Source: an optimization exercise on an open RTL-to-GDS flow (aim: small area and a short achievable clock period). Production flows keep margins and buffers that such runs may drop. No functional check of the RTL was part of any run shown here. In every run shown here, the design's own scripts or RTL, not TritonCTS, make the clock network. The clock input has no modelled driver; a real chip could not lean on it and would need a root buffer or a full tree. No activity file was given, so power comes from the tool's default toggle rates.

==> flow/design.v (outline; a module is shown in full before it is edited, if it fits) <==
// module g_ao22: 3 lines
// module g_aoi21: 3 lines
// module g_inv: 3 lines
// module g_nand2: 3 lines
// module g_nand2b: 3 lines
// module g_nor2: 3 lines
// module g_oai21: 3 lines
// module g_xnor2: 3 lines
// module g_xor2: 3 lines
// module doubling_adder_top: 1852 lines
module doubling_adder_top (
  input  logic                  clk,
  input  logic                  arst_n,
  input  logic                  in_valid,
  input  logic [64-1:0] a,
  input  logic [64-1:0] b,
  input  logic                  cin,
  output logic [64:0]   sum,
  output logic                  out_valid
);
  // ...
==> flow/flow/run.sh <==
#!/bin/bash
# Layout flow: the standard flow (standard.sh, unchanged synthesis) with
#  - the port buffers of buffer_ports set to the smallest buffer, which
#    repair_timing then sizes up where timing needs it (every port still gets
#    its own buffer);
#  - a one-level clock tree (cts_tree.tcl) in place of TritonCTS: the clock
#    port drives four clock buffers, each driving a quarter of the flip-flops.
set -euo pipefail
HERE=$(cd "$(dirname "$0")" && pwd)
bash standard.sh finish BUFFER_PORTS_ARGS="-buffer_cell sky130_fd_sc_hd__buf_1" \
  PRE_CTS_TCL="$HERE/cts_tree.tcl" > standard_flow.log 2>&1
==> flow/flow/cts_tree.tcl <==
# Sourced by ORFS cts.tcl before it builds the clock tree (PRE_CTS_TCL).
# Replaces clock_tree_synthesis with a one-level tree: the flip-flops are split
# into NUM_CLK_BUFS groups of equal size by position (halves in x, then halves
# in y), and each group gets one clock buffer at its centre, driven by the
# clock port. Every flip-flop sees the same buffer type and depth, so the clock
# reaches all of them through exactly one buffer with no deliberate skew.
set ::cts_tree_bufs [expr {[info exists ::env(NUM_CLK_BUFS)] ? $::env(NUM_CLK_BUFS) : 4}]
set ::cts_tree_cell [expr {[info exists ::env(CLK_BUF_CELL)] ? $::env(CLK_BUF_CELL) : "sky130_fd_sc_hd__clkbuf_16"}]

proc cts_tree_split {items axis} {
  # items: list of {iterm x y}; returns two halves split at the median of axis
  set idx [expr {$axis eq "x" ? 1 : 2}]
  set sorted [lsort -real -index $idx $items]
  set half [expr {[llength $sorted] / 2}]
  return [list [lrange $sorted 0 [expr {$half - 1}]] [lrange $sorted $half end]]
}

proc clock_tree_synthesis {args} {
  puts "cts_tree: one-level clock tree with $::cts_tree_bufs x $::cts_tree_cell (replaces clock_tree_synthesis $args)"
  set block [ord::get_db_block]
  set clk_port [lindex [get_ports -quiet clk] 0]
  set clk_net [$block findNet clk]
  set items {}
  foreach it [$clk_net getITerms] {
    set inst [$it getInst]
    lassign [$inst getLocation] x y
    set m [$inst getMaster]
    set x [expr {$x + [$m getWidth] / 2}]
    set y [expr {$y + [$m getHeight] / 2}]
    lappend items [list $it $x $y]
  }
  set groups [list $items]
  set axis x
  while {[llength $groups] < $::cts_tree_bufs} {
    set next {}
    foreach g $groups { lappend next {*}[cts_tree_split $g $axis] }
    set groups $next
    set axis [expr {$axis eq "x" ? "y" : "x"}]
  }
  set master [[ord::get_db] findMaster $::cts_tree_cell]
  set k 0
  foreach g $groups {
    set inst [odb::dbInst_create $block $master "clkbuf_tree_$k"]
    set net [odb::dbNet_create $block "clknet_tree_$k"]
    $net setSigType CLOCK
    set sx 0; set sy 0
    foreach item $g {
      lassign $item it x y
      $it disconnect
      $it connect $net
      set sx [expr {$sx + $x}]; set sy [expr {$sy + $y}]
    }
    set n [llength $g]
    set cx [expr {int($sx / $n) - [$master getWidth] / 2}]
    set cy [expr {int($sy / $n) - [$master getHeight] / 2}]
    $inst setLocation $cx $cy
    $inst setPlacementStatus PLACED
    [$inst findITerm A] connect $clk_net
    [$inst findITerm X] connect $net
    puts "cts_tree: clkbuf_tree_$k drives $n sinks at ($cx, $cy)"
    incr k
  }
  $clk_net setSigType CLOCK
  set_propagated_clock [all_clocks]
}
==> flow/standard.sh <==
#!/bin/bash
# synth_recipe.tcl (not shown) runs the flow's synth.tcl, then flattens the netlist and writes it again
# the make line also repeats each setting of config.mk as NAME=value (left out here)
make -C /OpenROAD-flow-scripts/flow DESIGN_CONFIG=/design/flow/config.mk WORK_HOME=/design/flow/orfs CLKGATE_MAP_FILE= SYNTH_SCRIPT=/design/flow/synth_recipe.tcl "${@:-finish}"
==> flow/config.mk <==
export PLATFORM = sky130hd
export DESIGN_NAME = doubling_adder_top
export DESIGN_NICKNAME = doubling_adder_top
export VERILOG_FILES = /design/flow/design.v
export SDC_FILE = /design/flow/constraint.sdc
export NUM_CORES = 4
export LEC_CHECK = 0
export CAP_MARGIN = 20
export CORE_MARGIN = 2
export CORE_UTILIZATION = 65
export HOLD_SLACK_MARGIN = 0.05
export SETUP_SLACK_MARGIN = 1.8
export SLEW_MARGIN = 20
export SYNTH_HIERARCHICAL = 1
export SYNTH_MINIMUM_KEEP_SIZE = 0
==> flow/constraint.sdc <==
create_clock -name core_clock -period 3.2 [get_ports {clk}]
set_input_delay 0.6400 -clock core_clock [delete_from_list [all_inputs] [get_ports {clk}]]
set_output_delay 0.6400 -clock core_clock [all_outputs]
set_load 0.01 [all_outputs]
==> reports/metrics.yaml, run 1 <==
grt:
  grtUsageMet1_pct: 35.4
  grt_pass1_vias: 6561
setup_path:
  crit-reg2reg-launch: "p_q[4]"
  rr_worst_depth: 8
  reg2reg_to: "sum[60]"
  critical_path.top_delay_family: "flip-flops"
  cp_slowest_cell: "dfxtp_4"
layout:
  multi_input_area_share_pct: 51.5
  drive_gt1_share_pct: 35.2
  reg.largest.list: "sum: 65 flops, s_q: 64 flops, g_q: 8 flops"
  seq_share_pct: 31.1
  regMostFlops: "sum"
run_status:
  outcome: "timing/DRC/antenna clean"
sta:
  hold_viol_final: 0
  worst_pin_slew_ns: 0.720
pwr:
  maxPowerGroup: "registers"
  p_sw_share_pct: 33.7
  power_uw: 4960
synthesis:
  synth_xor_area_share_pct: 19.4
  synthFlopType: "dfxtp_1"
  synth.distinct_cells: 11
  avgSynthCellArea_sq_um: 8.39
  async_reset_ff_share_pct: 45.9
route:
  ant_nets: 0
clock_network:
  clk_pin_slew_ns: 0.12
  cts_hold_buf: 0
==> run 2, diff against run 1 <==
--- a/flow/design.v
+++ b/flow/design.v
@@ -55,6 +55,12 @@
 module g_nand2b (input logic an, input logic b, output logic y);
   assign y = an | ~b;
 endmodule
+module g_nand3 (input logic a, input logic b, input logic c, output logic y);
+  assign y = ~(a & b & c);
+endmodule
+module g_nand3b (input logic an, input logic b, input logic c, output logic y);
+  assign y = ~(~an & b & c);
+endmodule
 module g_nor2 (input logic a, input logic b, output logic y);
   assign y = ~(a | b);
 endmodule
@@ -889,6 +895,10 @@
   logic n802;
   logic n803;
   logic n804;
+  logic n805;
+  logic n806;
+  logic n807;
+  logic n808;
   g_xor2 u1 (.a(a[0]), .b(b[0]), .y(n1));
   g_inv u2 (.a(cin), .y(n2));
   g_nor2 u3 (.a(a[0]), .b(b[0]), .y(n3));
@@ -1531,383 +1541,322 @@
   g_aoi21 u560 (.a1(n553), .a2(n559), .b1(n552), .y(n560));
   g_aoi21 u561 (.a1(n555), .a2(n548), .b1(n554), .y(n561));
   g_aoi21 u562 (.a1(n557), .a2(n549), .b1(n556), .y(n562));
-  g_inv u563 (.a(n562), .y(n563));
-  g_inv u564 (.a(g_q[0]), .y(n564));
-  g_nand2 u565 (.a(s_q[9]), .b(s_q[8]), .y(n565));
-  g_nand2 u566 (.a(s_q[11]), .b(s_q[10]), .y(n566));
-  g_nand2 u567 (.a(s_q[13]), .b(s_q[12]), .y(n567));
-  g_nand2b u568 (.an(n565), .b(s_q[10]), .y(n568));
-  g_nor2 u569 (.a(n566), .b(n565), .y(n569));
-  g_nand2b u570 (.an(n567), .b(s_q[14]), .y(n570));
-  g_nand2 u571 (.a(s_q[12]), .b(n569), .y(n571));
-  g_nand2b u572 (.an(n567), .b(n569), .y(n572));
-  g_nand2b u573 (.an(n570), .b(n569), .y(n573));
-  g_xor2 u574 (.a(s_q[8]), .b(g_q[0]), .y(n574));
-  g_nand2 u575 (.a(g_q[0]), .b(s_q[8]), .y(n575));
-  g_xnor2 u576 (.a(s_q[9]), .b(n575), .y(n576));
-  g_nor2 u577 (.a(n564), .b(n565), .y(n577));
-  g_xor2 u578 (.a(s_q[10]), .b(n577), .y(n578));
-  g_nor2 u579 (.a(n564), .b(n568), .y(n579));
-  g_xor2 u580 (.a(s_q[11]), .b(n579), .y(n580));
-  g_nand2 u581 (.a(g_q[0]), .b(n569), .y(n581));
-  g_xnor2 u582 (.a(s_q[12]), .b(n581), .y(n582));
-  g_nor2 u583 (.a(n564), .b(n571), .y(n583));
-  g_xor2 u584 (.a(s_q[13]), .b(n583), .y(n584));
-  g_nor2 u585 (.a(n564), .b(n572), .y(n585));
-  g_xor2 u586 (.a(s_q[14]), .b(n585), .y(n586));
-  g_nor2 u587 (.a(n564), .b(n573), .y(n587));
-  g_xor2 u588 (.a(s_q[15]), .b(n587), .y(n588));
-  g_inv u589 (.a(n534), .y(n589));
-  g_nand2 u590 (.a(s_q[17]), .b(s_q[16]), .y(n590));
-  g_nand2 u591 (.a(s_q[19]), .b(s_q[18]), .y(n591));
-  g_nand2 u592 (.a(s_q[21]), .b(s_q[20]), .y(n592));
-  g_nand2b u593 (.an(n590), .b(s_q[18]), .y(n593));
-  g_nor2 u594 (.a(n591), .b(n590), .y(n594));
-  g_nand2b u595 (.an(n592), .b(s_q[22]), .y(n595));
-  g_nand2 u596 (.a(s_q[20]), .b(n594), .y(n596));
-  g_nand2b u597 (.an(n592), .b(n594), .y(n597));
-  g_nand2b u598 (.an(n595), .b(n594), .y(n598));
-  g_xnor2 u599 (.a(s_q[16]), .b(n534), .y(n599));
-  g_nand2 u600 (.a(n589), .b(s_q[16]), .y(n600));
-  g_xnor2 u601 (.a(s_q[17]), .b(n600), .y(n601));
-  g_nor2 u602 (.a(n534), .b(n590), .y(n602));
-  g_xor2 u603 (.a(s_q[18]), .b(n602), .y(n603));
-  g_nor2 u604 (.a(n534), .b(n593), .y(n604));
-  g_xor2 u605 (.a(s_q[19]), .b(n604), .y(n605));
-  g_nand2 u606 (.a(n589), .b(n594), .y(n606));
-  g_xnor2 u607 (.a(s_q[20]), .b(n606), .y(n607));
-  g_nor2 u608 (.a(n534), .b(n596), .y(n608));
-  g_xor2 u609 (.a(s_q[21]), .b(n608), .y(n609));
-  g_nor2 u610 (.a(n534), .b(n597), .y(n610));
-  g_xor2 u611 (.a(s_q[22]), .b(n610), .y(n611));
-  g_nor2 u612 (.a(n534), .b(n598), .y(n612));
-  g_xor2 u613 (.a(s_q[23]), .b(n612), .y(n613));
-  g_inv u614 (.a(n548), .y(n614));
-  g_nand2 u615 (.a(s_q[25]), .b(s_q[24]), .y(n615));
-  g_nand2 u616 (.a(s_q[27]), .b(s_q[26]), .y(n616));
-  g_nand2 u617 (.a(s_q[29]), .b(s_q[28]), .y(n617));
-  g_nand2b u618 (.an(n615), .b(s_q[26]), .y(n618));
-  g_nor2 u619 (.a(n616), .b(n615), .y(n619));
-  g_nand2b u620 (.an(n617), .b(s_q[30]), .y(n620));
-  g_nand2 u621 (.a(s_q[28]), .b(n619), .y(n621));
-  g_nand2b u622 (.an(n617), .b(n619), .y(n622));
-  g_nand2b u623 (.an(n620), .b(n619), .y(n623));
-  g_xor2 u624 (.a(s_q[24]), .b(n548), .y(n624));
-  g_nand2 u625 (.a(n548), .b(s_q[24]), .y(n625));
-  g_xnor2 u626 (.a(s_q[25]), .b(n625), .y(n626));
-  g_nor2 u627 (.a(n614), .b(n615), .y(n627));
-  g_xor2 u628 (.a(s_q[26]), .b(n627), .y(n628));
-  g_nor2 u629 (.a(n614), .b(n618), .y(n629));
-  g_xor2 u630 (.a(s_q[27]), .b(n629), .y(n630));
-  g_nand2 u631 (.a(n548), .b(n619), .y(n631));
-  g_xnor2 u632 (.a(s_q[28]), .b(n631), .y(n632));
-  g_nor2 u633 (.a(n614), .b(n621), .y(n633));
-  g_xor2 u634 (.a(s_q[29]), .b(n633), .y(n634));
-  g_nor2 u635 (.a(n614), .b(n622), .y(n635));
-  g_xor2 u636 (.a(s_q[30]), .b(n635), .y(n636));
-  g_nor2 u637 (.a(n614), .b(n623), .y(n637));
-  g_xor2 u638 (.a(s_q[31]), .b(n637), .y(n638));
-  g_inv u639 (.a(n549), .y(n639));
-  g_nand2 u640 (.a(s_q[33]), .b(s_q[32]), .y(n640));
-  g_nand2 u641 (.a(s_q[35]), .b(s_q[34]), .y(n641));
-  g_nand2 u642 (.a(s_q[37]), .b(s_q[36]), .y(n642));
-  g_nand2b u643 (.an(n640), .b(s_q[34]), .y(n643));
-  g_nor2 u644 (.a(n641), .b(n640), .y(n644));
-  g_nand2b u645 (.an(n642), .b(s_q[38]), .y(n645));
-  g_nand2 u646 (.a(s_q[36]), .b(n644), .y(n646));
-  g_nand2b u647 (.an(n642), .b(n644), .y(n647));
-  g_nand2b u648 (.an(n645), .b(n644), .y(n648));
-  g_xor2 u649 (.a(s_q[32]), .b(n549), .y(n649));
-  g_nand2 u650 (.a(n549), .b(s_q[32]), .y(n650));
-  g_xnor2 u651 (.a(s_q[33]), .b(n650), .y(n651));
-  g_nor2 u652 (.a(n639), .b(n640), .y(n652));
-  g_xor2 u653 (.a(s_q[34]), .b(n652), .y(n653));
-  g_nor2 u654 (.a(n639), .b(n643), .y(n654));
-  g_xor2 u655 (.a(s_q[35]), .b(n654), .y(n655));
-  g_nand2 u656 (.a(n549), .b(n644), .y(n656));
-  g_xnor2 u657 (.a(s_q[36]), .b(n656), .y(n657));
-  g_nor2 u658 (.a(n639), .b(n646), .y(n658));
-  g_xor2 u659 (.a(s_q[37]), .b(n658), .y(n659));
-  g_nor2 u660 (.a(n639), .b(n647), .y(n660));
-  g_xor2 u661 (.a(s_q[38]), .b(n660), .y(n661));
-  g_nor2 u662 (.a(n639), .b(n648), .y(n662));
-  g_xor2 u663 (.a(s_q[39]), .b(n662), .y(n663));
-  g_inv u664 (.a(n558), .y(n664));
-  g_nand2 u665 (.a(s_q[41]), .b(s_q[40]), .y(n665));
-  g_nand2 u666 (.a(s_q[43]), .b(s_q[42]), .y(n666));
-  g_nand2 u667 (.a(s_q[45]), .b(s_q[44]), .y(n667));
-  g_nand2b u668 (.an(n665), .b(s_q[42]), .y(n668));
-  g_nor2 u669 (.a(n666), .b(n665), .y(n669));
-  g_nand2b u670 (.an(n667), .b(s_q[46]), .y(n670));
-  g_nand2 u671 (.a(s_q[44]), .b(n669), .y(n671));
-  g_nand2b u672 (.an(n667), .b(n669), .y(n672));
-  g_nand2b u673 (.an(n670), .b(n669), .y(n673));
-  g_xnor2 u674 (.a(s_q[40]), .b(n558), .y(n674));
-  g_nand2 u675 (.a(n664), .b(s_q[40]), .y(n675));
-  g_xnor2 u676 (.a(s_q[41]), .b(n675), .y(n676));
-  g_nor2 u677 (.a(n558), .b(n665), .y(n677));
-  g_xor2 u678 (.a(s_q[42]), .b(n677), .y(n678));
-  g_nor2 u679 (.a(n558), .b(n668), .y(n679));
-  g_xor2 u680 (.a(s_q[43]), .b(n679), .y(n680));
-  g_nand2 u681 (.a(n664), .b(n669), .y(n681));
-  g_xnor2 u682 (.a(s_q[44]), .b(n681), .y(n682));
-  g_nor2 u683 (.a(n558), .b(n671), .y(n683));
-  g_xor2 u684 (.a(s_q[45]), .b(n683), .y(n684));
-  g_nor2 u685 (.a(n558), .b(n672), .y(n685));
-  g_xor2 u686 (.a(s_q[46]), .b(n685), .y(n686));
-  g_nor2 u687 (.a(n558), .b(n673), .y(n687));
-  g_xor2 u688 (.a(s_q[47]), .b(n687), .y(n688));
-  g_inv u689 (.a(n560), .y(n689));
-  g_nand2 u690 (.a(s_q[49]), .b(s_q[48]), .y(n690));
-  g_nand2 u691 (.a(s_q[51]), .b(s_q[50]), .y(n691));
-  g_nand2 u692 (.a(s_q[53]), .b(s_q[52]), .y(n692));
-  g_nand2b u693 (.an(n690), .b(s_q[50]), .y(n693));
-  g_nor2 u694 (.a(n691), .b(n690), .y(n694));
-  g_nand2b u695 (.an(n692), .b(s_q[54]), .y(n695));
-  g_nand2 u696 (.a(s_q[52]), .b(n694), .y(n696));
-  g_nand2b u697 (.an(n692), .b(n694), .y(n697));
-  g_nand2b u698 (.an(n695), .b(n694), .y(n698));
-  g_xnor2 u699 (.a(s_q[48]), .b(n560), .y(n699));
-  g_nand2 u700 (.a(n689), .b(s_q[48]), .y(n700));
-  g_xnor2 u701 (.a(s_q[49]), .b(n700), .y(n701));
-  g_nor2 u702 (.a(n560), .b(n690), .y(n702));
-  g_xor2 u703 (.a(s_q[50]), .b(n702), .y(n703));
-  g_nor2 u704 (.a(n560), .b(n693), .y(n704));
-  g_xor2 u705 (.a(s_q[51]), .b(n704), .y(n705));
-  g_nand2 u706 (.a(n689), .b(n694), .y(n706));
-  g_xnor2 u707 (.a(s_q[52]), .b(n706), .y(n707));
-  g_nor2 u708 (.a(n560), .b(n696), .y(n708));
-  g_xor2 u709 (.a(s_q[53]), .b(n708), .y(n709));
-  g_nor2 u710 (.a(n560), .b(n697), .y(n710));
-  g_xor2 u711 (.a(s_q[54]), .b(n710), .y(n711));
-  g_nor2 u712 (.a(n560), .b(n698), .y(n712));
-  g_xor2 u713 (.a(s_q[55]), .b(n712), .y(n713));
-  g_inv u714 (.a(n561), .y(n714));
-  g_nand2 u715 (.a(s_q[57]), .b(s_q[56]), .y(n715));
-  g_nand2 u716 (.a(s_q[59]), .b(s_q[58]), .y(n716));
-  g_nand2 u717 (.a(s_q[61]), .b(s_q[60]), .y(n717));
-  g_nand2b u718 (.an(n715), .b(s_q[58]), .y(n718));
-  g_nor2 u719 (.a(n716), .b(n715), .y(n719));
-  g_nand2b u720 (.an(n717), .b(s_q[62]), .y(n720));
-  g_nand2 u721 (.a(s_q[60]), .b(n719), .y(n721));
-  g_nand2b u722 (.an(n717), .b(n719), .y(n722));
-  g_nand2b u723 (.an(n720), .b(n719), .y(n723));
-  g_xnor2 u724 (.a(s_q[56]), .b(n561), .y(n724));
-  g_nand2 u725 (.a(n714), .b(s_q[56]), .y(n725));
-  g_xnor2 u726 (.a(s_q[57]), .b(n725), .y(n726));
-  g_nor2 u727 (.a(n561), .b(n715), .y(n727));
-  g_xor2 u728 (.a(s_q[58]), .b(n727), .y(n728));
-  g_nor2 u729 (.a(n561), .b(n718), .y(n729));
-  g_xor2 u730 (.a(s_q[59]), .b(n729), .y(n730));
-  g_nand2 u731 (.a(n714), .b(n719), .y(n731));
-  g_xnor2 u732 (.a(s_q[60]), .b(n731), .y(n732));
-  g_nor2 u733 (.a(n561), .b(n721), .y(n733));
-  g_xor2 u734 (.a(s_q[61]), .b(n733), .y(n734));
-  g_nor2 u735 (.a(n561), .b(n722), .y(n735));
-  g_xor2 u736 (.a(s_q[62]), .b(n735), .y(n736));
-  g_nor2 u737 (.a(n561), .b(n723), .y(n737));
-  g_xor2 u738 (.a(s_q[63]), .b(n737), .y(n738));
-  g_inv u739 (.a(valid_q), .y(n739));
-  g_ao22 u740 (.a1(valid_q), .a2(sum_d[0]), .b1(n739), .b2(sum[0]), .y(n740));
-  g_ao22 u741 (.a1(valid_q), .a2(sum_d[1]), .b1(n739), .b2(sum[1]), .y(n741));
-  g_ao22 u742 (.a1(valid_q), .a2(sum_d[2]), .b1(n739), .b2(sum[2]), .y(n742));
-  g_ao22 u743 (.a1(valid_q), .a2(sum_d[3]), .b1(n739), .b2(sum[3]), .y(n743));
-  g_ao22 u744 (.a1(valid_q), .a2(sum_d[4]), .b1(n739), .b2(sum[4]), .y(n744));
-  g_ao22 u745 (.a1(valid_q), .a2(sum_d[5]), .b1(n739), .b2(sum[5]), .y(n745));
-  g_ao22 u746 (.a1(valid_q), .a2(sum_d[6]), .b1(n739), .b2(sum[6]), .y(n746));
-  g_ao22 u747 (.a1(valid_q), .a2(sum_d[7]), .b1(n739), .b2(sum[7]), .y(n747));
-  g_ao22 u748 (.a1(valid_q), .a2(sum_d[8]), .b1(n739), .b2(sum[8]), .y(n748));
-  g_ao22 u749 (.a1(valid_q), .a2(sum_d[9]), .b1(n739), .b2(sum[9]), .y(n749));
-  g_ao22 u750 (.a1(valid_q), .a2(sum_d[10]), .b1(n739), .b2(sum[10]), .y(n750));
-  g_ao22 u751 (.a1(valid_q), .a2(sum_d[11]), .b1(n739), .b2(sum[11]), .y(n751));
-  g_ao22 u752 (.a1(valid_q), .a2(sum_d[12]), .b1(n739), .b2(sum[12]), .y(n752));
-  g_ao22 u753 (.a1(valid_q), .a2(sum_d[13]), .b1(n739), .b2(sum[13]), .y(n753));
-  g_ao22 u754 (.a1(valid_q), .a2(sum_d[14]), .b1(n739), .b2(sum[14]), .y(n754));
-  g_ao22 u755 (.a1(valid_q), .a2(sum_d[15]), .b1(n739), .b2(sum[15]), .y(n755));
-  g_ao22 u756 (.a1(valid_q), .a2(sum_d[16]), .b1(n739), .b2(sum[16]), .y(n756));
-  g_ao22 u757 (.a1(valid_q), .a2(sum_d[17]), .b1(n739), .b2(sum[17]), .y(n757));
-  g_ao22 u758 (.a1(valid_q), .a2(sum_d[18]), .b1(n739), .b2(sum[18]), .y(n758));
-  g_ao22 u759 (.a1(valid_q), .a2(sum_d[19]), .b1(n739), .b2(sum[19]), .y(n759));
-  g_ao22 u760 (.a1(valid_q), .a2(sum_d[20]), .b1(n739), .b2(sum[20]), .y(n760));
-  g_ao22 u761 (.a1(valid_q), .a2(sum_d[21]), .b1(n739), .b2(sum[21]), .y(n761));
-  g_ao22 u762 (.a1(valid_q), .a2(sum_d[22]), .b1(n739), .b2(sum[22]), .y(n762));
-  g_ao22 u763 (.a1(valid_q), .a2(sum_d[23]), .b1(n739), .b2(sum[23]), .y(n763));
-  g_ao22 u764 (.a1(valid_q), .a2(sum_d[24]), .b1(n739), .b2(sum[24]), .y(n764));
-  g_ao22 u765 (.a1(valid_q), .a2(sum_d[25]), .b1(n739), .b2(sum[25]), .y(n765));
-  g_ao22 u766 (.a1(valid_q), .a2(sum_d[26]), .b1(n739), .b2(sum[26]), .y(n766));
-  g_ao22 u767 (.a1(valid_q), .a2(sum_d[27]), .b1(n739), .b2(sum[27]), .y(n767));
-  g_ao22 u768 (.a1(valid_q), .a2(sum_d[28]), .b1(n739), .b2(sum[28]), .y(n768));
-  g_ao22 u769 (.a1(valid_q), .a2(sum_d[29]), .b1(n739), .b2(sum[29]), .y(n769));
-  g_ao22 u770 (.a1(valid_q), .a2(sum_d[30]), .b1(n739), .b2(sum[30]), .y(n770));
-  g_ao22 u771 (.a1(valid_q), .a2(sum_d[31]), .b1(n739), .b2(sum[31]), .y(n771));
-  g_ao22 u772 (.a1(valid_q), .a2(sum_d[32]), .b1(n739), .b2(sum[32]), .y(n772));
-  g_ao22 u773 (.a1(valid_q), .a2(sum_d[33]), .b1(n739), .b2(sum[33]), .y(n773));
-  g_ao22 u774 (.a1(valid_q), .a2(sum_d[34]), .b1(n739), .b2(sum[34]), .y(n774));
-  g_ao22 u775 (.a1(valid_q), .a2(sum_d[35]), .b1(n739), .b2(sum[35]), .y(n775));
-  g_ao22 u776 (.a1(valid_q), .a2(sum_d[36]), .b1(n739), .b2(sum[36]), .y(n776));
-  g_ao22 u777 (.a1(valid_q), .a2(sum_d[37]), .b1(n739), .b2(sum[37]), .y(n777));
-  g_ao22 u778 (.a1(valid_q), .a2(sum_d[38]), .b1(n739), .b2(sum[38]), .y(n778));
-  g_ao22 u779 (.a1(valid_q), .a2(sum_d[39]), .b1(n739), .b2(sum[39]), .y(n779));
-  g_ao22 u780 (.a1(valid_q), .a2(sum_d[40]), .b1(n739), .b2(sum[40]), .y(n780));
-  g_ao22 u781 (.a1(valid_q), .a2(sum_d[41]), .b1(n739), .b2(sum[41]), .y(n781));
-  g_ao22 u782 (.a1(valid_q), .a2(sum_d[42]), .b1(n739), .b2(sum[42]), .y(n782));
-  g_ao22 u783 (.a1(valid_q), .a2(sum_d[43]), .b1(n739), .b2(sum[43]), .y(n783));
-  g_ao22 u784 (.a1(valid_q), .a2(sum_d[44]), .b1(n739), .b2(sum[44]), .y(n784));
-  g_ao22 u785 (.a1(valid_q), .a2(sum_d[45]), .b1(n739), .b2(sum[45]), .y(n785));
-  g_ao22 u786 (.a1(valid_q), .a2(sum_d[46]), .b1(n739), .b2(sum[46]), .y(n786));
-  g_ao22 u787 (.a1(valid_q), .a2(sum_d[47]), .b1(n739), .b2(sum[47]), .y(n787));
-  g_ao22 u788 (.a1(valid_q), .a2(sum_d[48]), .b1(n739), .b2(sum[48]), .y(n788));
-  g_ao22 u789 (.a1(valid_q), .a2(sum_d[49]), .b1(n739), .b2(sum[49]), .y(n789));
-  g_ao22 u790 (.a1(valid_q), .a2(sum_d[50]), .b1(n739), .b2(sum[50]), .y(n790));
-  g_ao22 u791 (.a1(valid_q), .a2(sum_d[51]), .b1(n739), .b2(sum[51]), .y(n791));
-  g_ao22 u792 (.a1(valid_q), .a2(sum_d[52]), .b1(n739), .b2(sum[52]), .y(n792));
-  g_ao22 u793 (.a1(valid_q), .a2(sum_d[53]), .b1(n739), .b2(sum[53]), .y(n793));
-  g_ao22 u794 (.a1(valid_q), .a2(sum_d[54]), .b1(n739), .b2(sum[54]), .y(n794));
-  g_ao22 u795 (.a1(valid_q), .a2(sum_d[55]), .b1(n739), .b2(sum[55]), .y(n795));
-  g_ao22 u796 (.a1(valid_q), .a2(sum_d[56]), .b1(n739), .b2(sum[56]), .y(n796));
-  g_ao22 u797 (.a1(valid_q), .a2(sum_d[57]), .b1(n739), .b2(sum[57]), .y(n797));
-  g_ao22 u798 (.a1(valid_q), .a2(sum_d[58]), .b1(n739), .b2(sum[58]), .y(n798));
-  g_ao22 u799 (.a1(valid_q), .a2(sum_d[59]), .b1(n739), .b2(sum[59]), .y(n799));
-  g_ao22 u800 (.a1(valid_q), .a2(sum_d[60]), .b1(n739), .b2(sum[60]), .y(n800));
-  g_ao22 u801 (.a1(valid_q), .a2(sum_d[61]), .b1(n739), .b2(sum[61]), .y(n801));
-  g_ao22 u802 (.a1(valid_q), .a2(sum_d[62]), .b1(n739), .b2(sum[62]), .y(n802));
-  g_ao22 u803 (.a1(valid_q), .a2(sum_d[63]), .b1(n739), .b2(sum[63]), .y(n803));
-  g_ao22 u804 (.a1(valid_q), .a2(sum_d[64]), .b1(n739), .b2(sum[64]), .y(n804));
+  g_inv u563 (.a(valid_q), .y(n563));
+  g_inv u564 (.a(n534), .y(n564));
+  g_inv u565 (.a(n558), .y(n565));
+  g_inv u566 (.a(n560), .y(n566));
+  g_inv u567 (.a(n561), .y(n567));
+  g_inv u568 (.a(n562), .y(n568));
+  g_ao22 u569 (.a1(valid_q), .a2(n568), .b1(n563), .b2(sum[64]), .y(n569));
+  g_ao22 u570 (.a1(valid_q), .a2(s_q[0]), .b1(n563), .b2(sum[0]), .y(n570));
+  g_ao22 u571 (.a1(valid_q), .a2(s_q[1]), .b1(n563), .b2(sum[1]), .y(n571));
+  g_ao22 u572 (.a1(valid_q), .a2(s_q[2]), .b1(n563), .b2(sum[2]), .y(n572));
+  g_ao22 u573 (.a1(valid_q), .a2(s_q[3]), .b1(n563), .b2(sum[3]), .y(n573));
+  g_ao22 u574 (.a1(valid_q), .a2(s_q[4]), .b1(n563), .b2(sum[4]), .y(n574));
+  g_ao22 u575 (.a1(valid_q), .a2(s_q[5]), .b1(n563), .b2(sum[5]), .y(n575));
+  g_ao22 u576 (.a1(valid_q), .a2(s_q[6]), .b1(n563), .b2(sum[6]), .y(n576));
+  g_ao22 u577 (.a1(valid_q), .a2(s_q[7]), .b1(n563), .b2(sum[7]), .y(n577));
+  g_nand2 u578 (.a(s_q[9]), .b(s_q[8]), .y(n578));
+  g_nand2 u579 (.a(s_q[11]), .b(s_q[10]), .y(n579));
+  g_nand2 u580 (.a(s_q[13]), .b(s_q[12]), .y(n580));
+  g_nand2b u581 (.an(n578), .b(s_q[10]), .y(n581));
+  g_nor2 u582 (.a(n579), .b(n578), .y(n582));
+  g_nand2b u583 (.an(n580), .b(s_q[14]), .y(n583));
+  g_nand2 u584 (.a(s_q[12]), .b(n582), .y(n584));
+  g_nand2b u585 (.an(n580), .b(n582), .y(n585));
+  g_nand2b u586 (.an(n583), .b(n582), .y(n586));
+  g_ao22 u587 (.a1(valid_q), .a2(s_q[8]), .b1(n563), .b2(sum[8]), .y(n587));
+  g_nand2 u588 (.a(valid_q), .b(g_q[0]), .y(n588));
+  g_xnor2 u589 (.a(n587), .b(n588), .y(n589));
+  g_ao22 u590 (.a1(valid_q), .a2(s_q[9]), .b1(n563), .b2(sum[9]), .y(n590));
+  g_nand3 u591 (.a(valid_q), .b(g_q[0]), .c(s_q[8]), .y(n591));
+  g_xnor2 u592 (.a(n590), .b(n591), .y(n592));
+  g_ao22 u593 (.a1(valid_q), .a2(s_q[10]), .b1(n563), .b2(sum[10]), .y(n593));
+  g_nand3b u594 (.an(n578), .b(valid_q), .c(g_q[0]), .y(n594));
+  g_xnor2 u595 (.a(n593), .b(n594), .y(n595));
+  g_ao22 u596 (.a1(valid_q), .a2(s_q[11]), .b1(n563), .b2(sum[11]), .y(n596));
+  g_nand3b u597 (.an(n581), .b(valid_q), .c(g_q[0]), .y(n597));
+  g_xnor2 u598 (.a(n596), .b(n597), .y(n598));
+  g_ao22 u599 (.a1(valid_q), .a2(s_q[12]), .b1(n563), .b2(sum[12]), .y(n599));
+  g_nand3 u600 (.a(valid_q), .b(g_q[0]), .c(n582), .y(n600));
+  g_xnor2 u601 (.a(n599), .b(n600), .y(n601));
+  g_ao22 u602 (.a1(valid_q), .a2(s_q[13]), .b1(n563), .b2(sum[13]), .y(n602));
+  g_nand3b u603 (.an(n584), .b(valid_q), .c(g_q[0]), .y(n603));
+  g_xnor2 u604 (.a(n602), .b(n603), .y(n604));
+  g_ao22 u605 (.a1(valid_q), .a2(s_q[14]), .b1(n563), .b2(sum[14]), .y(n605));
+  g_nand3b u606 (.an(n585), .b(valid_q), .c(g_q[0]), .y(n606));
+  g_xnor2 u607 (.a(n605), .b(n606), .y(n607));
+  g_ao22 u608 (.a1(valid_q), .a2(s_q[15]), .b1(n563), .b2(sum[15]), .y(n608));
+  g_nand3b u609 (.an(n586), .b(valid_q), .c(g_q[0]), .y(n609));
+  g_xnor2 u610 (.a(n608), .b(n609), .y(n610));
+  g_nand2 u611 (.a(s_q[17]), .b(s_q[16]), .y(n611));
+  g_nand2 u612 (.a(s_q[19]), .b(s_q[18]), .y(n612));
+  g_nand2 u613 (.a(s_q[21]), .b(s_q[20]), .y(n613));
+  g_nand2b u614 (.an(n611), .b(s_q[18]), .y(n614));
+  g_nor2 u615 (.a(n612), .b(n611), .y(n615));
+  g_nand2b u616 (.an(n613), .b(s_q[22]), .y(n616));
+  g_nand2 u617 (.a(s_q[20]), .b(n615), .y(n617));
+  g_nand2b u618 (.an(n613), .b(n615), .y(n618));
+  g_nand2b u619 (.an(n616), .b(n615), .y(n619));
+  g_ao22 u620 (.a1(valid_q), .a2(s_q[16]), .b1(n563), .b2(sum[16]), .y(n620));
+  g_nand2 u621 (.a(valid_q), .b(n564), .y(n621));
+  g_xnor2 u622 (.a(n620), .b(n621), .y(n622));
+  g_ao22 u623 (.a1(valid_q), .a2(s_q[17]), .b1(n563), .b2(sum[17]), .y(n623));
+  g_nand3 u624 (.a(valid_q), .b(n564), .c(s_q[16]), .y(n624));
+  g_xnor2 u625 (.a(n623), .b(n624), .y(n625));
+  g_ao22 u626 (.a1(valid_q), .a2(s_q[18]), .b1(n563), .b2(sum[18]), .y(n626));
+  g_nand3b u627 (.an(n611), .b(valid_q), .c(n564), .y(n627));
+  g_xnor2 u628 (.a(n626), .b(n627), .y(n628));
+  g_ao22 u629 (.a1(valid_q), .a2(s_q[19]), .b1(n563), .b2(sum[19]), .y(n629));
+  g_nand3b u630 (.an(n614), .b(valid_q), .c(n564), .y(n630));
+  g_xnor2 u631 (.a(n629), .b(n630), .y(n631));
+  g_ao22 u632 (.a1(valid_q), .a2(s_q[20]), .b1(n563), .b2(sum[20]), .y(n632));
+  g_nand3 u633 (.a(valid_q), .b(n564), .c(n615), .y(n633));
+  g_xnor2 u634 (.a(n632), .b(n633), .y(n634));
+  g_ao22 u635 (.a1(valid_q), .a2(s_q[21]), .b1(n563), .b2(sum[21]), .y(n635));
+  g_nand3b u636 (.an(n617), .b(valid_q), .c(n564), .y(n636));
+  g_xnor2 u637 (.a(n635), .b(n636), .y(n637));
+  g_ao22 u638 (.a1(valid_q), .a2(s_q[22]), .b1(n563), .b2(sum[22]), .y(n638));
+  g_nand3b u639 (.an(n618), .b(valid_q), .c(n564), .y(n639));
+  g_xnor2 u640 (.a(n638), .b(n639), .y(n640));
+  g_ao22 u641 (.a1(valid_q), .a2(s_q[23]), .b1(n563), .b2(sum[23]), .y(n641));
+  g_nand3b u642 (.an(n619), .b(valid_q), .c(n564), .y(n642));
+  g_xnor2 u643 (.a(n641), .b(n642), .y(n643));
+  g_nand2 u644 (.a(s_q[25]), .b(s_q[24]), .y(n644));
+  g_nand2 u645 (.a(s_q[27]), .b(s_q[26]), .y(n645));
+  g_nand2 u646 (.a(s_q[29]), .b(s_q[28]), .y(n646));
+  g_nand2b u647 (.an(n644), .b(s_q[26]), .y(n647));
+  g_nor2 u648 (.a(n645), .b(n644), .y(n648));
+  g_nand2b u649 (.an(n646), .b(s_q[30]), .y(n649));
+  g_nand2 u650 (.a(s_q[28]), .b(n648), .y(n650));
+  g_nand2b u651 (.an(n646), .b(n648), .y(n651));
+  g_nand2b u652 (.an(n649), .b(n648), .y(n652));
+  g_ao22 u653 (.a1(valid_q), .a2(s_q[24]), .b1(n563), .b2(sum[24]), .y(n653));
+  g_nand2 u654 (.a(valid_q), .b(n548), .y(n654));
+  g_xnor2 u655 (.a(n653), .b(n654), .y(n655));
+  g_ao22 u656 (.a1(valid_q), .a2(s_q[25]), .b1(n563), .b2(sum[25]), .y(n656));
+  g_nand3 u657 (.a(valid_q), .b(n548), .c(s_q[24]), .y(n657));
+  g_xnor2 u658 (.a(n656), .b(n657), .y(n658));
+  g_ao22 u659 (.a1(valid_q), .a2(s_q[26]), .b1(n563), .b2(sum[26]), .y(n659));
+  g_nand3b u660 (.an(n644), .b(valid_q), .c(n548), .y(n660));
+  g_xnor2 u661 (.a(n659), .b(n660), .y(n661));
+  g_ao22 u662 (.a1(valid_q), .a2(s_q[27]), .b1(n563), .b2(sum[27]), .y(n662));
+  g_nand3b u663 (.an(n647), .b(valid_q), .c(n548), .y(n663));
+  g_xnor2 u664 (.a(n662), .b(n663), .y(n664));
+  g_ao22 u665 (.a1(valid_q), .a2(s_q[28]), .b1(n563), .b2(sum[28]), .y(n665));
+  g_nand3 u666 (.a(valid_q), .b(n548), .c(n648), .y(n666));
+  g_xnor2 u667 (.a(n665), .b(n666), .y(n667));
+  g_ao22 u668 (.a1(valid_q), .a2(s_q[29]), .b1(n563), .b2(sum[29]), .y(n668));
+  g_nand3b u669 (.an(n650), .b(valid_q), .c(n548), .y(n669));
+  g_xnor2 u670 (.a(n668), .b(n669), .y(n670));
+  g_ao22 u671 (.a1(valid_q), .a2(s_q[30]), .b1(n563), .b2(sum[30]), .y(n671));
+  g_nand3b u672 (.an(n651), .b(valid_q), .c(n548), .y(n672));
+  g_xnor2 u673 (.a(n671), .b(n672), .y(n673));
+  g_ao22 u674 (.a1(valid_q), .a2(s_q[31]), .b1(n563), .b2(sum[31]), .y(n674));
+  g_nand3b u675 (.an(n652), .b(valid_q), .c(n548), .y(n675));
+  g_xnor2 u676 (.a(n674), .b(n675), .y(n676));
+  g_nand2 u677 (.a(s_q[33]), .b(s_q[32]), .y(n677));
+  g_nand2 u678 (.a(s_q[35]), .b(s_q[34]), .y(n678));
+  g_nand2 u679 (.a(s_q[37]), .b(s_q[36]), .y(n679));
+  g_nand2b u680 (.an(n677), .b(s_q[34]), .y(n680));
+  g_nor2 u681 (.a(n678), .b(n677), .y(n681));
+  g_nand2b u682 (.an(n679), .b(s_q[38]), .y(n682));
+  g_nand2 u683 (.a(s_q[36]), .b(n681), .y(n683));
+  g_nand2b u684 (.an(n679), .b(n681), .y(n684));
+  g_nand2b u685 (.an(n682), .b(n681), .y(n685));
+  g_ao22 u686 (.a1(valid_q), .a2(s_q[32]), .b1(n563), .b2(sum[32]), .y(n686));
+  g_nand2 u687 (.a(valid_q), .b(n549), .y(n687));
+  g_xnor2 u688 (.a(n686), .b(n687), .y(n688));
+  g_ao22 u689 (.a1(valid_q), .a2(s_q[33]), .b1(n563), .b2(sum[33]), .y(n689));
+  g_nand3 u690 (.a(valid_q), .b(n549), .c(s_q[32]), .y(n690));
+  g_xnor2 u691 (.a(n689), .b(n690), .y(n691));
+  g_ao22 u692 (.a1(valid_q), .a2(s_q[34]), .b1(n563), .b2(sum[34]), .y(n692));
+  g_nand3b u693 (.an(n677), .b(valid_q), .c(n549), .y(n693));
+  g_xnor2 u694 (.a(n692), .b(n693), .y(n694));
+  g_ao22 u695 (.a1(valid_q), .a2(s_q[35]), .b1(n563), .b2(sum[35]), .y(n695));
+  g_nand3b u696 (.an(n680), .b(valid_q), .c(n549), .y(n696));
+  g_xnor2 u697 (.a(n695), .b(n696), .y(n697));
+  g_ao22 u698 (.a1(valid_q), .a2(s_q[36]), .b1(n563), .b2(sum[36]), .y(n698));
+  g_nand3 u699 (.a(valid_q), .b(n549), .c(n681), .y(n699));
+  g_xnor2 u700 (.a(n698), .b(n699), .y(n700));
+  g_ao22 u701 (.a1(valid_q), .a2(s_q[37]), .b1(n563), .b2(sum[37]), .y(n701));
+  g_nand3b u702 (.an(n683), .b(valid_q), .c(n549), .y(n702));
+  g_xnor2 u703 (.a(n701), .b(n702), .y(n703));
+  g_ao22 u704 (.a1(valid_q), .a2(s_q[38]), .b1(n563), .b2(sum[38]), .y(n704));
+  g_nand3b u705 (.an(n684), .b(valid_q), .c(n549), .y(n705));
+  g_xnor2 u706 (.a(n704), .b(n705), .y(n706));
+  g_ao22 u707 (.a1(valid_q), .a2(s_q[39]), .b1(n563), .b2(sum[39]), .y(n707));
+  g_nand3b u708 (.an(n685), .b(valid_q), .c(n549), .y(n708));
+  g_xnor2 u709 (.a(n707), .b(n708), .y(n709));
+  g_nand2 u710 (.a(s_q[41]), .b(s_q[40]), .y(n710));
+  g_nand2 u711 (.a(s_q[43]), .b(s_q[42]), .y(n711));
+  g_nand2 u712 (.a(s_q[45]), .b(s_q[44]), .y(n712));
+  g_nand2b u713 (.an(n710), .b(s_q[42]), .y(n713));
+  g_nor2 u714 (.a(n711), .b(n710), .y(n714));
+  g_nand2b u715 (.an(n712), .b(s_q[46]), .y(n715));
+  g_nand2 u716 (.a(s_q[44]), .b(n714), .y(n716));
+  g_nand2b u717 (.an(n712), .b(n714), .y(n717));
+  g_nand2b u718 (.an(n715), .b(n714), .y(n718));
+  g_ao22 u719 (.a1(valid_q), .a2(s_q[40]), .b1(n563), .b2(sum[40]), .y(n719));
+  g_nand2 u720 (.a(valid_q), .b(n565), .y(n720));
+  g_xnor2 u721 (.a(n719), .b(n720), .y(n721));
+  g_ao22 u722 (.a1(valid_q), .a2(s_q[41]), .b1(n563), .b2(sum[41]), .y(n722));
+  g_nand3 u723 (.a(valid_q), .b(n565), .c(s_q[40]), .y(n723));
+  g_xnor2 u724 (.a(n722), .b(n723), .y(n724));
+  g_ao22 u725 (.a1(valid_q), .a2(s_q[42]), .b1(n563), .b2(sum[42]), .y(n725));
+  g_nand3b u726 (.an(n710), .b(valid_q), .c(n565), .y(n726));
+  g_xnor2 u727 (.a(n725), .b(n726), .y(n727));
+  g_ao22 u728 (.a1(valid_q), .a2(s_q[43]), .b1(n563), .b2(sum[43]), .y(n728));
+  g_nand3b u729 (.an(n713), .b(valid_q), .c(n565), .y(n729));
+  g_xnor2 u730 (.a(n728), .b(n729), .y(n730));
+  g_ao22 u731 (.a1(valid_q), .a2(s_q[44]), .b1(n563), .b2(sum[44]), .y(n731));
+  g_nand3 u732 (.a(valid_q), .b(n565), .c(n714), .y(n732));
+  g_xnor2 u733 (.a(n731), .b(n732), .y(n733));
+  g_ao22 u734 (.a1(valid_q), .a2(s_q[45]), .b1(n563), .b2(sum[45]), .y(n734));
+  g_nand3b u735 (.an(n716), .b(valid_q), .c(n565), .y(n735));
+  g_xnor2 u736 (.a(n734), .b(n735), .y(n736));
+  g_ao22 u737 (.a1(valid_q), .a2(s_q[46]), .b1(n563), .b2(sum[46]), .y(n737));
+  g_nand3b u738 (.an(n717), .b(valid_q), .c(n565), .y(n738));
+  g_xnor2 u739 (.a(n737), .b(n738), .y(n739));
+  g_ao22 u740 (.a1(valid_q), .a2(s_q[47]), .b1(n563), .b2(sum[47]), .y(n740));
+  g_nand3b u741 (.an(n718), .b(valid_q), .c(n565), .y(n741));
+  g_xnor2 u742 (.a(n740), .b(n741), .y(n742));
+  g_nand2 u743 (.a(s_q[49]), .b(s_q[48]), .y(n743));
+  g_nand2 u744 (.a(s_q[51]), .b(s_q[50]), .y(n744));
+  g_nand2 u745 (.a(s_q[53]), .b(s_q[52]), .y(n745));
+  g_nand2b u746 (.an(n743), .b(s_q[50]), .y(n746));
+  g_nor2 u747 (.a(n744), .b(n743), .y(n747));
+  g_nand2b u748 (.an(n745), .b(s_q[54]), .y(n748));
+  g_nand2 u749 (.a(s_q[52]), .b(n747), .y(n749));
+  g_nand2b u750 (.an(n745), .b(n747), .y(n750));
+  g_nand2b u751 (.an(n748), .b(n747), .y(n751));
+  g_ao22 u752 (.a1(valid_q), .a2(s_q[48]), .b1(n563), .b2(sum[48]), .y(n752));
+  g_nand2 u753 (.a(valid_q), .b(n566), .y(n753));
+  g_xnor2 u754 (.a(n752), .b(n753), .y(n754));
+  g_ao22 u755 (.a1(valid_q), .a2(s_q[49]), .b1(n563), .b2(sum[49]), .y(n755));
+  g_nand3 u756 (.a(valid_q), .b(n566), .c(s_q[48]), .y(n756));
+  g_xnor2 u757 (.a(n755), .b(n756), .y(n757));
+  g_ao22 u758 (.a1(valid_q), .a2(s_q[50]), .b1(n563), .b2(sum[50]), .y(n758));
+  g_nand3b u759 (.an(n743), .b(valid_q), .c(n566), .y(n759));
+  g_xnor2 u760 (.a(n758), .b(n759), .y(n760));
+  g_ao22 u761 (.a1(valid_q), .a2(s_q[51]), .b1(n563), .b2(sum[51]), .y(n761));
+  g_nand3b u762 (.an(n746), .b(valid_q), .c(n566), .y(n762));
+  g_xnor2 u763 (.a(n761), .b(n762), .y(n763));
+  g_ao22 u764 (.a1(valid_q), .a2(s_q[52]), .b1(n563), .b2(sum[52]), .y(n764));
+  g_nand3 u765 (.a(valid_q), .b(n566), .c(n747), .y(n765));
+  g_xnor2 u766 (.a(n764), .b(n765), .y(n766));
+  g_ao22 u767 (.a1(valid_q), .a2(s_q[53]), .b1(n563), .b2(sum[53]), .y(n767));
+  g_nand3b u768 (.an(n749), .b(valid_q), .c(n566), .y(n768));
+  g_xnor2 u769 (.a(n767), .b(n768), .y(n769));
+  g_ao22 u770 (.a1(valid_q), .a2(s_q[54]), .b1(n563), .b2(sum[54]), .y(n770));
+  g_nand3b u771 (.an(n750), .b(valid_q), .c(n566), .y(n771));
+  g_xnor2 u772 (.a(n770), .b(n771), .y(n772));
+  g_ao22 u773 (.a1(valid_q), .a2(s_q[55]), .b1(n563), .b2(sum[55]), .y(n773));
+  g_nand3b u774 (.an(n751), .b(valid_q), .c(n566), .y(n774));
+  g_xnor2 u775 (.a(n773), .b(n774), .y(n775));
+  g_nand2 u776 (.a(s_q[57]), .b(s_q[56]), .y(n776));
+  g_nand2 u777 (.a(s_q[59]), .b(s_q[58]), .y(n777));
+  g_nand2 u778 (.a(s_q[61]), .b(s_q[60]), .y(n778));
+  g_nand2b u779 (.an(n776), .b(s_q[58]), .y(n779));
+  g_nor2 u780 (.a(n777), .b(n776), .y(n780));
+  g_nand2b u781 (.an(n778), .b(s_q[62]), .y(n781));
+  g_nand2 u782 (.a(s_q[60]), .b(n780), .y(n782));
+  g_nand2b u783 (.an(n778), .b(n780), .y(n783));
+  g_nand2b u784 (.an(n781), .b(n780), .y(n784));
+  g_ao22 u785 (.a1(valid_q), .a2(s_q[56]), .b1(n563), .b2(sum[56]), .y(n785));
+  g_nand2 u786 (.a(valid_q), .b(n567), .y(n786));
+  g_xnor2 u787 (.a(n785), .b(n786), .y(n787));
+  g_ao22 u788 (.a1(valid_q), .a2(s_q[57]), .b1(n563), .b2(sum[57]), .y(n788));
+  g_nand3 u789 (.a(valid_q), .b(n567), .c(s_q[56]), .y(n789));
+  g_xnor2 u790 (.a(n788), .b(n789), .y(n790));
+  g_ao22 u791 (.a1(valid_q), .a2(s_q[58]), .b1(n563), .b2(sum[58]), .y(n791));
+  g_nand3b u792 (.an(n776), .b(valid_q), .c(n567), .y(n792));
+  g_xnor2 u793 (.a(n791), .b(n792), .y(n793));
+  g_ao22 u794 (.a1(valid_q), .a2(s_q[59]), .b1(n563), .b2(sum[59]), .y(n794));
+  g_nand3b u795 (.an(n779), .b(valid_q), .c(n567), .y(n795));
+  g_xnor2 u796 (.a(n794), .b(n795), .y(n796));
+  g_ao22 u797 (.a1(valid_q), .a2(s_q[60]), .b1(n563), .b2(sum[60]), .y(n797));
+  g_nand3 u798 (.a(valid_q), .b(n567), .c(n780), .y(n798));
+  g_xnor2 u799 (.a(n797), .b(n798), .y(n799));
+  g_ao22 u800 (.a1(valid_q), .a2(s_q[61]), .b1(n563), .b2(sum[61]), .y(n800));
+  g_nand3b u801 (.an(n782), .b(valid_q), .c(n567), .y(n801));
+  g_xnor2 u802 (.a(n800), .b(n801), .y(n802));
+  g_ao22 u803 (.a1(valid_q), .a2(s_q[62]), .b1(n563), .b2(sum[62]), .y(n803));
+  g_nand3b u804 (.an(n783), .b(valid_q), .c(n567), .y(n804));
+  g_xnor2 u805 (.a(n803), .b(n804), .y(n805));
+  g_ao22 u806 (.a1(valid_q), .a2(s_q[63]), .b1(n563), .b2(sum[63]), .y(n806));
+  g_nand3b u807 (.an(n784), .b(valid_q), .c(n567), .y(n807));
+  g_xnor2 u808 (.a(n806), .b(n807), .y(n808));
   always_ff @(posedge clk) begin
     s_q <= s_d;
     g_q <= g_d;
     p_q <= p_d;
   end
-  assign sum_d[64] = n563;
-  assign sum_d[0] = s_q[0];
-  assign sum_d[1] = s_q[1];
-  assign sum_d[2] = s_q[2];
-  assign sum_d[3] = s_q[3];
-  assign sum_d[4] = s_q[4];
-  assign sum_d[5] = s_q[5];
-  assign sum_d[6] = s_q[6];
-  assign sum_d[7] = s_q[7];
-  assign sum_d[8] = n574;
-  assign sum_d[9] = n576;
-  assign sum_d[10] = n578;
-  assign sum_d[11] = n580;
-  assign sum_d[12] = n582;
-  assign sum_d[13] = n584;
-  assign sum_d[14] = n586;
-  assign sum_d[15] = n588;
-  assign sum_d[16] = n599;
-  assign sum_d[17] = n601;
-  assign sum_d[18] = n603;
-  assign sum_d[19] = n605;
-  assign sum_d[20] = n607;
-  assign sum_d[21] = n609;
-  assign sum_d[22] = n611;
-  assign sum_d[23] = n613;
-  assign sum_d[24] = n624;
-  assign sum_d[25] = n626;
-  assign sum_d[26] = n628;
-  assign sum_d[27] = n630;
-  assign sum_d[28] = n632;
-  assign sum_d[29] = n634;
-  assign sum_d[30] = n636;
-  assign sum_d[31] = n638;
-  assign sum_d[32] = n649;
-  assign sum_d[33] = n651;
-  assign sum_d[34] = n653;
-  assign sum_d[35] = n655;
-  assign sum_d[36] = n657;
-  assign sum_d[37] = n659;
-  assign sum_d[38] = n661;
-  assign sum_d[39] = n663;
-  assign sum_d[40] = n674;
-  assign sum_d[41] = n676;
-  assign sum_d[42] = n678;
-  assign sum_d[43] = n680;
-  assign sum_d[44] = n682;
-  assign sum_d[45] = n684;
-  assign sum_d[46] = n686;
-  assign sum_d[47] = n688;
-  assign sum_d[48] = n699;
-  assign sum_d[49] = n701;
-  assign sum_d[50] = n703;
-  assign sum_d[51] = n705;
-  assign sum_d[52] = n707;
-  assign sum_d[53] = n709;
-  assign sum_d[54] = n711;
-  assign sum_d[55] = n713;
-  assign sum_d[56] = n724;
-  assign sum_d[57] = n726;
-  assign sum_d[58] = n728;
-  assign sum_d[59] = n730;
-  assign sum_d[60] = n732;
-  assign sum_d[61] = n734;
-  assign sum_d[62] = n736;
-  assign sum_d[63] = n738;
-  assign sum_n[0] = n740;
-  assign sum_n[1] = n741;
-  assign sum_n[2] = n742;
-  assign sum_n[3] = n743;
-  assign sum_n[4] = n744;
-  assign sum_n[5] = n745;
-  assign sum_n[6] = n746;
-  assign sum_n[7] = n747;
-  assign sum_n[8] = n748;
-  assign sum_n[9] = n749;
-  assign sum_n[10] = n750;
-  assign sum_n[11] = n751;
-  assign sum_n[12] = n752;
-  assign sum_n[13] = n753;
-  assign sum_n[14] = n754;
-  assign sum_n[15] = n755;
-  assign sum_n[16] = n756;
-  assign sum_n[17] = n757;
-  assign sum_n[18] = n758;
-  assign sum_n[19] = n759;
-  assign sum_n[20] = n760;
-  assign sum_n[21] = n761;
-  assign sum_n[22] = n762;
-  assign sum_n[23] = n763;
-  assign sum_n[24] = n764;
-  assign sum_n[25] = n765;
-  assign sum_n[26] = n766;
-  assign sum_n[27] = n767;
-  assign sum_n[28] = n768;
-  assign sum_n[29] = n769;
-  assign sum_n[30] = n770;
-  assign sum_n[31] = n771;
-  assign sum_n[32] = n772;
-  assign sum_n[33] = n773;
-  assign sum_n[34] = n774;
-  assign sum_n[35] = n775;
-  assign sum_n[36] = n776;
-  assign sum_n[37] = n777;
-  assign sum_n[38] = n778;
-  assign sum_n[39] = n779;
-  assign sum_n[40] = n780;
-  assign sum_n[41] = n781;
-  assign sum_n[42] = n782;
-  assign sum_n[43] = n783;
-  assign sum_n[44] = n784;
-  assign sum_n[45] = n785;
-  assign sum_n[46] = n786;
-  assign sum_n[47] = n787;
-  assign sum_n[48] = n788;
-  assign sum_n[49] = n789;
-  assign sum_n[50] = n790;
-  assign sum_n[51] = n791;
-  assign sum_n[52] = n792;
-  assign sum_n[53] = n793;
-  assign sum_n[54] = n794;
-  assign sum_n[55] = n795;
-  assign sum_n[56] = n796;
-  assign sum_n[57] = n797;
-  assign sum_n[58] = n798;
-  assign sum_n[59] = n799;
-  assign sum_n[60] = n800;
-  assign sum_n[61] = n801;
-  assign sum_n[62] = n802;
-  assign sum_n[63] = n803;
-  assign sum_n[64] = n804;
+  assign sum_n[64] = n569;
+  assign sum_n[0] = n570;
+  assign sum_n[1] = n571;
+  assign sum_n[2] = n572;
+  assign sum_n[3] = n573;
+  assign sum_n[4] = n574;
+  assign sum_n[5] = n575;
+  assign sum_n[6] = n576;
+  assign sum_n[7] = n577;
+  assign sum_n[8] = n589;
+  assign sum_n[9] = n592;
+  assign sum_n[10] = n595;
+  assign sum_n[11] = n598;
+  assign sum_n[12] = n601;
+  assign sum_n[13] = n604;
+  assign sum_n[14] = n607;
+  assign sum_n[15] = n610;
+  assign sum_n[16] = n622;
+  assign sum_n[17] = n625;
+  assign sum_n[18] = n628;
+  assign sum_n[19] = n631;
+  assign sum_n[20] = n634;
+  assign sum_n[21] = n637;
+  assign sum_n[22] = n640;
+  assign sum_n[23] = n643;
+  assign sum_n[24] = n655;
+  assign sum_n[25] = n658;
+  assign sum_n[26] = n661;
+  assign sum_n[27] = n664;
+  assign sum_n[28] = n667;
+  assign sum_n[29] = n670;
+  assign sum_n[30] = n673;
+  assign sum_n[31] = n676;
+  assign sum_n[32] = n688;
+  assign sum_n[33] = n691;
+  assign sum_n[34] = n694;
+  assign sum_n[35] = n697;
+  assign sum_n[36] = n700;
+  assign sum_n[37] = n703;
+  assign sum_n[38] = n706;
+  assign sum_n[39] = n709;
+  assign sum_n[40] = n721;
+  assign sum_n[41] = n724;
+  assign sum_n[42] = n727;
+  assign sum_n[43] = n730;
+  assign sum_n[44] = n733;
+  assign sum_n[45] = n736;
+  assign sum_n[46] = n739;
+  assign sum_n[47] = n742;
+  assign sum_n[48] = n754;
+  assign sum_n[49] = n757;
+  assign sum_n[50] = n760;
+  assign sum_n[51] = n763;
+  assign sum_n[52] = n766;
+  assign sum_n[53] = n769;
+  assign sum_n[54] = n772;
+  assign sum_n[55] = n775;
+  assign sum_n[56] = n787;
+  assign sum_n[57] = n790;
+  assign sum_n[58] = n793;
+  assign sum_n[59] = n796;
+  assign sum_n[60] = n799;
+  assign sum_n[61] = n802;
+  assign sum_n[62] = n805;
+  assign sum_n[63] = n808;
   always_ff @(posedge clk or negedge arst_n) begin
     if (!arst_n) begin
       valid_q   <= 1'b0;
==> flow/flow/run.sh (replaced) <==
#!/bin/bash
# Layout flow: the standard flow (standard.sh, unchanged synthesis) with
#  - the port buffers of buffer_ports set to the smallest buffer, which
#    repair_timing then sizes up where timing needs it (every port still gets
#    its own buffer);
#  - a small balanced clock tree (cts_tree.tcl) in place of TritonCTS: the clock
#    port drives four clock buffers, each driving two leaf clock buffers, each
#    leaf driving an eighth of the flip-flops.
set -euo pipefail
HERE=$(cd "$(dirname "$0")" && pwd)
bash standard.sh finish BUFFER_PORTS_ARGS="-buffer_cell sky130_fd_sc_hd__buf_1" \
  PRE_CTS_TCL="$HERE/cts_tree.tcl" CTS_TOP_BUFS=4 CTS_LEAF_BUFS=2 \
  CTS_TOP_CELL=sky130_fd_sc_hd__clkbuf_8 CTS_LEAF_CELL=sky130_fd_sc_hd__clkbuf_16 \
  > standard_flow.log 2>&1
==> flow/flow/cts_tree.tcl (replaced) <==
# Sourced by ORFS cts.tcl before it builds the clock tree (PRE_CTS_TCL).
# Replaces clock_tree_synthesis with a small balanced tree: the clock port
# drives CTS_TOP_BUFS buffers, each of which drives CTS_LEAF_BUFS leaf buffers
# (or the flip-flops directly when CTS_LEAF_BUFS is 0). The flip-flops are split
# into groups of equal size by position (halves in x, then halves in y, ...),
# one group per leaf buffer, placed at the group's centre. Every flip-flop sees
# the same number and type of buffers, with no deliberate skew.
set ::cts_top  [expr {[info exists ::env(CTS_TOP_BUFS)]  ? $::env(CTS_TOP_BUFS)  : 4}]
set ::cts_leaf [expr {[info exists ::env(CTS_LEAF_BUFS)] ? $::env(CTS_LEAF_BUFS) : 2}]
set ::cts_top_cell  [expr {[info exists ::env(CTS_TOP_CELL)]  ? $::env(CTS_TOP_CELL)  : "sky130_fd_sc_hd__clkbuf_8"}]
set ::cts_leaf_cell [expr {[info exists ::env(CTS_LEAF_CELL)] ? $::env(CTS_LEAF_CELL) : "sky130_fd_sc_hd__clkbuf_16"}]

# items: list of {object x y}; split into n groups (n a power of two) of equal
# size by recursive bisection at the median, alternating between x and y.
proc cts_tree_split {items n axis} {
  if {$n <= 1} { return [list $items] }
  set idx [expr {$axis eq "x" ? 1 : 2}]
  set sorted [lsort -real -index $idx $items]
  set half [expr {[llength $sorted] / 2}]
  set other [expr {$axis eq "x" ? "y" : "x"}]
  return [concat [cts_tree_split [lrange $sorted 0 [expr {$half - 1}]] [expr {$n / 2}] $other] \
                 [cts_tree_split [lrange $sorted $half end] [expr {$n / 2}] $other]]
}

# Creates a buffer of cell $cell named $name driving the iterms of $items from
# net $in_net, placed at the centre of the items; returns {iterm x y} of its input.
proc cts_tree_buffer {name cell in_net items} {
  set block [ord::get_db_block]
  set master [[ord::get_db] findMaster $cell]
  set inst [odb::dbInst_create $block $master $name]
  set net [odb::dbNet_create $block "net_$name"]
  $net setSigType CLOCK
  set sx 0; set sy 0
  foreach item $items {
    lassign $item it x y
    $it disconnect
    $it connect $net
    set sx [expr {$sx + $x}]; set sy [expr {$sy + $y}]
  }
  set n [llength $items]
  set cx [expr {int($sx / $n)}]
  set cy [expr {int($sy / $n)}]
  $inst setLocation [expr {$cx - [$master getWidth] / 2}] [expr {$cy - [$master getHeight] / 2}]
  $inst setPlacementStatus PLACED
  set a [$inst findITerm A]
  $a connect $in_net
  [$inst findITerm X] connect $net
  puts "cts_tree: $name ($cell) drives $n loads at ($cx, $cy)"
  return [list $a $cx $cy]
}

proc clock_tree_synthesis {args} {
  puts "cts_tree: $::cts_top x $::cts_top_cell, each driving $::cts_leaf x $::cts_leaf_cell (replaces clock_tree_synthesis $args)"
  set block [ord::get_db_block]
  set clk_net [$block findNet clk]
  set items {}
  foreach it [$clk_net getITerms] {
    set inst [$it getInst]
    lassign [$inst getLocation] x y
    set m [$inst getMaster]
    lappend items [list $it [expr {$x + [$m getWidth] / 2}] [expr {$y + [$m getHeight] / 2}]]
  }
  set t 0
  foreach top_group [cts_tree_split $items $::cts_top x] {
    if {$::cts_leaf > 0} {
      set leaves {}
      set l 0
      foreach leaf_group [cts_tree_split $top_group $::cts_leaf [expr {$::cts_top % 2 ? "x" : "y"}]] {
        set tmp [odb::dbNet_create $block "net_tmp_${t}_$l"]
        lappend leaves [cts_tree_buffer "clkbuf_leaf_${t}_$l" $::cts_leaf_cell $tmp $leaf_group]
        incr l
      }
      set top_in [cts_tree_buffer "clkbuf_top_$t" $::cts_top_cell $clk_net $leaves]
      foreach l [$block getNets] { if {[string match "net_tmp_*" [$l getName]] && [llength [$l getITerms]] == 0} { odb::dbNet_destroy $l } }
    } else {
      cts_tree_buffer "clkbuf_top_$t" $::cts_top_cell $clk_net $top_group
    }
    incr t
  }
  $clk_net setSigType CLOCK
  set_propagated_clock [all_clocks]
}
--- a/flow/config.mk
+++ b/flow/config.mk
@@ -9,7 +9,7 @@
 export CORE_MARGIN = 2
 export CORE_UTILIZATION = 65
 export HOLD_SLACK_MARGIN = 0.05
-export SETUP_SLACK_MARGIN = 1.8
+export SETUP_SLACK_MARGIN = 1.75
 export SLEW_MARGIN = 20
 export SYNTH_HIERARCHICAL = 1
 export SYNTH_MINIMUM_KEEP_SIZE = 0
==> reports/metrics.yaml, run 2 <==
setup_path:
  cp_slowest_cell: "dfrtp_1"  # was dfxtp_4
  reg2reg_to: "sum[8]"  # was sum[60]
  endpoint_kind: "primary output"  # was register
  rr_worst_depth: 4  # was 8
  reg2reg_slack_ns: 1.80  # was 1.69 ns
  cp.arrival_ns: 0.84  # was 1.60 ns
  crit-reg2reg-launch: "valid_q"  # was p_q[4]
  crit_path_start_kind: "register"  # unchanged
  critical_path.top_delay_family: "flip-flops"  # unchanged
  setup.worst_path.class: "register to primary output"  # was register to register
layout:
  regMostFlops: "sum"  # unchanged
  diodes: 0  # unchanged
  layout_common_cells: "150 x nand2_1, 140 x nor2_1, 130 x buf_1"  # was 137 x nand2_1, 135 x xor2_1, 96 x clkbuf_2
  reg.largest.list: "sum: 65 flops, s_q: 64 flops, g_q: 8 flops"  # unchanged
  drive_gt1_share_pct: 20.1  # was 35.2%
die:
  die_h_microns: 116  # was 115 microns
  ioPinCount: 198  # unchanged
route:
  drt_iter0_drc: 410  # was 509
  ant_nets: 0  # unchanged
  dr_wl_met3_microns: 1110  # was 1190 microns
  wl_per_cell_microns: 14.2  # was 15.4 microns
  wl_met1_microns: 8400  # was 8860 microns
  drcViolationCount: 0  # unchanged
place:
  portBuffers: 197  # unchanged
  post-place-ws_ns: 1.21  # was 1.33 ns
sta:
  fin_crit_sh_pct: 46.2  # was 47.2%
  worst_pin_slew_ns: 0.753  # was 0.720 ns
  max_slew_margin_pct: 49.8  # was 52.0%
  min_period_ns: 1.48  # was 1.51 ns
  hold_viol_final: 0  # unchanged
  max_clock_freq_mhz: 677  # was 663 MHz
grt:
  grt_pass1_vias: 6708  # was 6561
synthesis:
  ys_warn_count: 7  # unchanged
  synth_cells: 954  # was 950
  synth.distinct_cells: 13  # was 11
  synthFlopType: "dfxtp_1"  # unchanged
  synth_edf_count: 0  # unchanged
  async_reset_ff_share_pct: 45.9  # unchanged
  avgSynthCellArea_sq_um: 8.53  # was 8.39 sq um
  synth_xor_area_share_pct: 19.1  # was 19.4%
run_status:
  outcome: "timing/DRC/antenna clean"  # unchanged
pwr:
  power_density_mw_per_mm2: 530  # was 468 mW/mm^2
  p_sw_share_pct: 31.5  # was 33.7%
  power_frac_clock_pct: 20.3  # was 13.5%
  intPower_uw: 3730  # was 3290 uW
  power_uw: 5440  # was 4960 uW
worst_hold_path:
  min_path_type: "input pin to async pin"  # unchanged
clock_network:
  clk_pin_slew_ns: 0.08  # was 0.12 ns
  cts_hold_buf: 0  # unchanged
[run 2: cell count changes after synthesis, sizes merged]
| cell | change |
|---|---|
| nand3 | +14 |
| inv | -3 |
| nand2 | -7 |
| nand3b | +35 |
| xor2 | -38 |
| xnor2 | +38 |
| nor2 | -35 |
[run 2: cells by family after synthesis]
| group | Yosys count |
|---|---|
| AOI/OAI and AO/OA | 219 |
| xor gates and xnor gates | 177 |
| and+or+nand+nor | 386 |
| buffers and inverters | 26 |
| DFF | 146 |
[run 2: what timing repair did]
action                                  4_1_cts  5_1_grt
endpoints found under the setup margin      107       97
pin swaps                                     1        6
buffers inserted                             25       41
resized for setup                            45       89
[run 2: worst register-to-register path: stages (launching register included)]
cell and delay, ns:
dfrtp_4 0.55, inv_6 0.17, buf_6 0.25, a22o_1 0.19, xnor2_1 0.14
[run 2: power groups by stage]
stage	Combinational, uW	Clock, uW	Sequential [uW]
2_1_floorplan	876	0	2540
3_3_place_gp	1380	0	2490
3_5_place_dp	1420	0	2490
4_1_cts	1600	1100	2450
5_1_grt	2040	1190	2500
6_report	1870	1110	2460
[run 2: per-module statistics from Yosys, one instance, submodules excluded]
module | cell area [sq um] | flip-flops and latches
doubling_adder_top | 3260 | 146
g_nand3b | 7.51 | 0
g_oai21 | 5.00 | 0
g_inv | 3.75 | 0
g_nand2b | 6.26 | 0
g_ao22 | 8.76 | 0
g_aoi21 | 8.76 | 0
g_nand2 | 3.75 | 0
g_xnor2 | 8.76 | 0
g_xor2 | 8.76 | 0
g_nor2 | 3.75 | 0
g_nand3 | 5.00 | 0
[run 2: layout make-up]
type,count,area (sq um),share of cell area (%)
Inverter,26,103,0.999
Timing Repair Buffer,268,1520,14.8
Sequential cell,146,3270,31.8
Tap cell,168,210,2.05
Buffer,12,255,2.49
Multi-Input combinational cell,782,4910,47.8
[run 2: metrics by stage]
stage / cell area [sq um] / hold slack [ns] / instances
6_report: 10300 / 0.427 / 1402
5_1_grt: 10300 / 0.479 / 1402
4_1_cts: 9750 / 0.461 / 1361
3_5_place_dp: 9150 / 0.442 / 1324
3_3_place_gp: 9150 / 0.435 / 1324
2_1_floorplan: 8160 / 0.344 / 954
[run 2: worst max-delay path by stage]
stage               startpoint      end  slack (ns)  depth (start not counted)
finish                 sum[33]  sum[33]        1.72                          1
global route             b[44]  s_q[45]        1.66                          6
CTS                    sum[20]  sum[20]        1.72                          1
detailed placement      g_q[0]  sum[58]        1.21                          6
global placement        g_q[0]  sum[57]        1.27                          6
floorplan              valid_q  sum[10]        0.76                          3
[run 2: per-layer routing]
layer | track usage (%) | up-vias
met5 | 0 | -
met4 | 5.48 | 0
met3 | 2.98 | 36
met2 | 48.3 | 236
met1 | 33.5 | 3506
li1 | - | 3769

Re-timed with assumed drivers on the ports (clkbuf_16 on the clock, buf_2 on other inputs), run 2 has 1.648 ns of setup slack against 1.723 ns with ideal ports, and 1.451 ns once port delays also move by the mid clock arrival of 0.352 ns.
